Source: an optimization exercise on an open RTL-to-GDS flow (aim: small area, a short achievable clock period and few clock cycles per item). Production flows keep margins and buffers that such runs may drop. Power figures rest on the tool's default switching activity, not on a simulated workload.

==> job 3158 <==
## mm_top
module mm_top
(
  input  logic        clk_i,
  input  logic        rst_i,
  input  logic        in_valid_i,
  input  logic [35:0] in_beat_i,
  output logic        in_ready_o,
  output logic        z_valid_o,
  output logic [79:0] z_o,
  input  logic        z_ready_i,
  output logic        busy_o
);
clock: 7.0 ns
lec_check: 0
cap_margin: 20
core_margin: 2
core_utilization: 40
cts_cluster_diameter: 110
cts_cluster_size: 26
setup_slack_margin: 4.35
slew_margin: 20
standard.sh (not shown) runs the stock make flow with config.mk's settings and CLKGATE_MAP_FILE= SYNTH_SCRIPT=/design/flow/synth_recipe.tcl, a recipe that flattens the netlist after the stock synthesis.
==> flow/flow/run.sh <==
#!/bin/bash
# Layout with the standard flow; the only change is the port buffers:
# every input and output port still gets one, but as buf_2 rather than the
# delay cell the flow's default choice picks.
set -euo pipefail
export BUFFER_PORTS_ARGS="-buffer_cell sky130_fd_sc_hd__buf_2"
bash standard.sh synth > synth.log 2>&1
bash standard.sh > layout.log 2>&1
==> job 5607 (differences from job 3158) <==
--- a/flow/design.v
+++ b/flow/design.v
@@ -1246,16 +1246,18 @@
     cs2_q[43] <= s445;
     cs2_q[44] <= cs1_q[118];
     cs2_q[45] <= c446;
     cs2_q[46] <= s447;
     cs2_q[47] <= c448;
   end
-  logic [19:0] ra, rb;
-  assign ra = {1'b1, 1'b1, 1'b1, c480, c478, c476, c474, c472, c470, c468, c466, c464, c462, c460, c458, c456, c454, c452, c450, s449};
-  assign rb = {1'b0, 1'b0, 1'b0, cs2_q[47], s479, s477, s475, s473, s471, s469, s467, s465, s463, s461, s459, s457, s455, s453, s451, cs2_q[2]};
-  assign z_o = ra + rb;
+  logic [17:0] ra, rb;
+  assign ra = {1'b1, c480, c478, c476, c474, c472, c470, c468, c466, c464, c462, c460, c458, c456, c454, c452, c450, s449};
+  assign rb = {1'b0, cs2_q[47], s479, s477, s475, s473, s471, s469, s467, s465, s463, s461, s459, s457, s455, s453, s451, cs2_q[2]};
+  logic [17:0] zs;
+  assign zs = ra + rb;
+  assign z_o = {{2{zs[17]}}, zs};
 endmodule
 `timescale 1ns/10ps
 module mm_engine
 (
   input  logic         clk_i,
   input  logic         rst_i,
@@ -1274,13 +1276,12 @@
   output logic         last_o,
   output logic [1:0]   row_o,
   output logic [19:0]  z_o
 );
   logic [3:0]    pend_q;
   logic [3:0]    sel_q;
-  logic [3:0]    seln_q;
   logic          v1_q, v2_q;
   logic          last1_q, last2_q;
   logic [1:0]    row1_q, row2_q;
   logic          unstarted, go;
   logic [3:0]    pend_n, rowbit_n, lowest_n, sel_n;
   logic [1:0]    sel_idx;
@@ -1305,25 +1306,23 @@
       v1_q   <= go;
       v2_q   <= v1_q;
     end
   end
   always_ff @(posedge clk_i) begin
     sel_q   <= sel_n;
-    seln_q  <= ~sel_n;
     row1_q  <= sel_idx;
     last1_q <= (pend_q & ~sel_q) == 4'b0000;
     row2_q  <= row1_q;
     last2_q <= last1_q;
   end
   always_comb begin
     xr = '0;
     yr = '0;
     for (int j = 0; j < 4; j++) begin
-      xr[15:0]  = xr[15:0]  | (x_i[j*32 +: 16] & {16{sel_q[j]}});
-      xr[31:16] = xr[31:16] | (x_i[j*32+16 +: 16] & {16{~seln_q[j]}});
-      yr = yr | (y_i[j*8 +: 8] & {8{~seln_q[j]}});
+      xr = xr | (x_i[j*32 +: 32] & {32{sel_q[j]}});
+      yr = yr | (y_i[j*8 +: 8] & {8{sel_q[j]}});
     end
   end
   mm_pe_row i_pe_row (
     .clk_i ( clk_i ),
     .x_i   ( xr    ),
     .w_i   ( w_i   ),
==> flow/run.sh (new file) <==
#!/bin/bash
# synth_recipe.tcl (not shown) runs the flow's synth.tcl, then flattens the netlist and writes it again
# the make line also repeats each setting of config.mk as NAME=value (left out here)
make -C /OpenROAD-flow-scripts/flow DESIGN_CONFIG=/design/flow/config.mk WORK_HOME=/design/flow/orfs CLKGATE_MAP_FILE= SYNTH_SCRIPT=/design/flow/synth_recipe.tcl finish
- CTS_CLUSTER_DIAMETER: 110 -> unset
- CTS_CLUSTER_SIZE: 26 -> unset
- SETUP_SLACK_MARGIN: 4.35 -> 4.2
removed: flow/flow/run.sh
removed: flow/standard.sh
==> qor summary <==
PnR Total Power: job 3158 6.01 mW; job 5607 7.22 mW
Tap cells: job 3158 940; job 5607 931
Sequential cell area in the final layout: job 3158 15,400 um2; job 5607 15,200 um2
Global Route met3 Usage: job 3158 2.49%; job 5607 2.07%
Antenna violations before repair: job 3158 0; job 5607 1
Post-synthesis share of cell area spent on full adders, half adders and majority gates: job 3158 13.3%; job 5607 14.1%
Syn Area/Cell: job 3158 11.9 um2; job 5607 11.8 um2
Via total after detailed routing: job 3158 18,200; job 5607 18,000
Filler Cell Count: job 3158 6,309; job 5607 6,123
Worst setup slack before clock tree synthesis: job 3158 3.04 ns; job 5607 2.55 ns
Worst Hold Launch: job 3158 i_engine.i_pe_row.cs1_q[1]; job 5607 i_engine.i_pe_row.cs1_q[2]
Number of clock-tree buffers in the layout: job 3158 44; job 5607 85
Source of the worst register-to-register timing path: job 3158 i_engine.i_pe_row.cs2_q[12]; job 5607 i_engine.i_pe_row.cs2_q[5]
Result of the run: job 3158 no timing/DRC/antenna violations; job 5607 no timing/DRC/antenna violations
Dpl cells: job 3158 3,272; job 5607 3,238
Fraction of power consumed by sequential logic: job 3158 64.6%; job 5607 53.0%
Clk sinks: job 3158 602; job 5607 594
Crit path to: job 3158 i_z_buffer.z_q[75]; job 5607 i_z_buffer.z_q[76]
Gate Count Post-Synth: job 3158 2,367; job 5607 2,353
Met1 global-route usage: job 3158 25.3%; job 5607 26.0%
Placed cell area: job 3158 29,600 um2; job 5607 29,600 um2
Wire length per cell after detailed routing: job 3158 19.7 um; job 5607 19.6 um
No run of this note included a check of the RTL's function; only the layout flow was run.

## static timing again, ports no longer ideal
In the flow no input, the clock included, has a driving cell. The finished layouts below were timed again as built, in two steps.
Step 1: set_driving_cell puts a clkbuf_16 on clk_i and a buf_2 on each other input, an assumption about the parent block.
Step 2, shift: input delay + t, output delay - t, t = (earliest + latest rising clock arrival at the registers) / 2. This alone moves slack from input paths to output paths.
a / b / c = no drivers / after step 1 / after step 2; a / b = the first two.
run	shift t [ns]	setup WS [ns]	latest minus earliest clock arrival (ns)	cell pins on the clock port's net
job 3158	0.686	4.165 / 4.165 / 3.683	0.038 / 0.038	1
job 5607	0.689	4.236 / 4.200 / 3.620	0.022 / 0.021	1
After both steps setup and hold are still met in every run listed. The setup slack of job 5607, which loses most, moves by -0.036 ns with the drivers and by -0.616 ns with both steps.
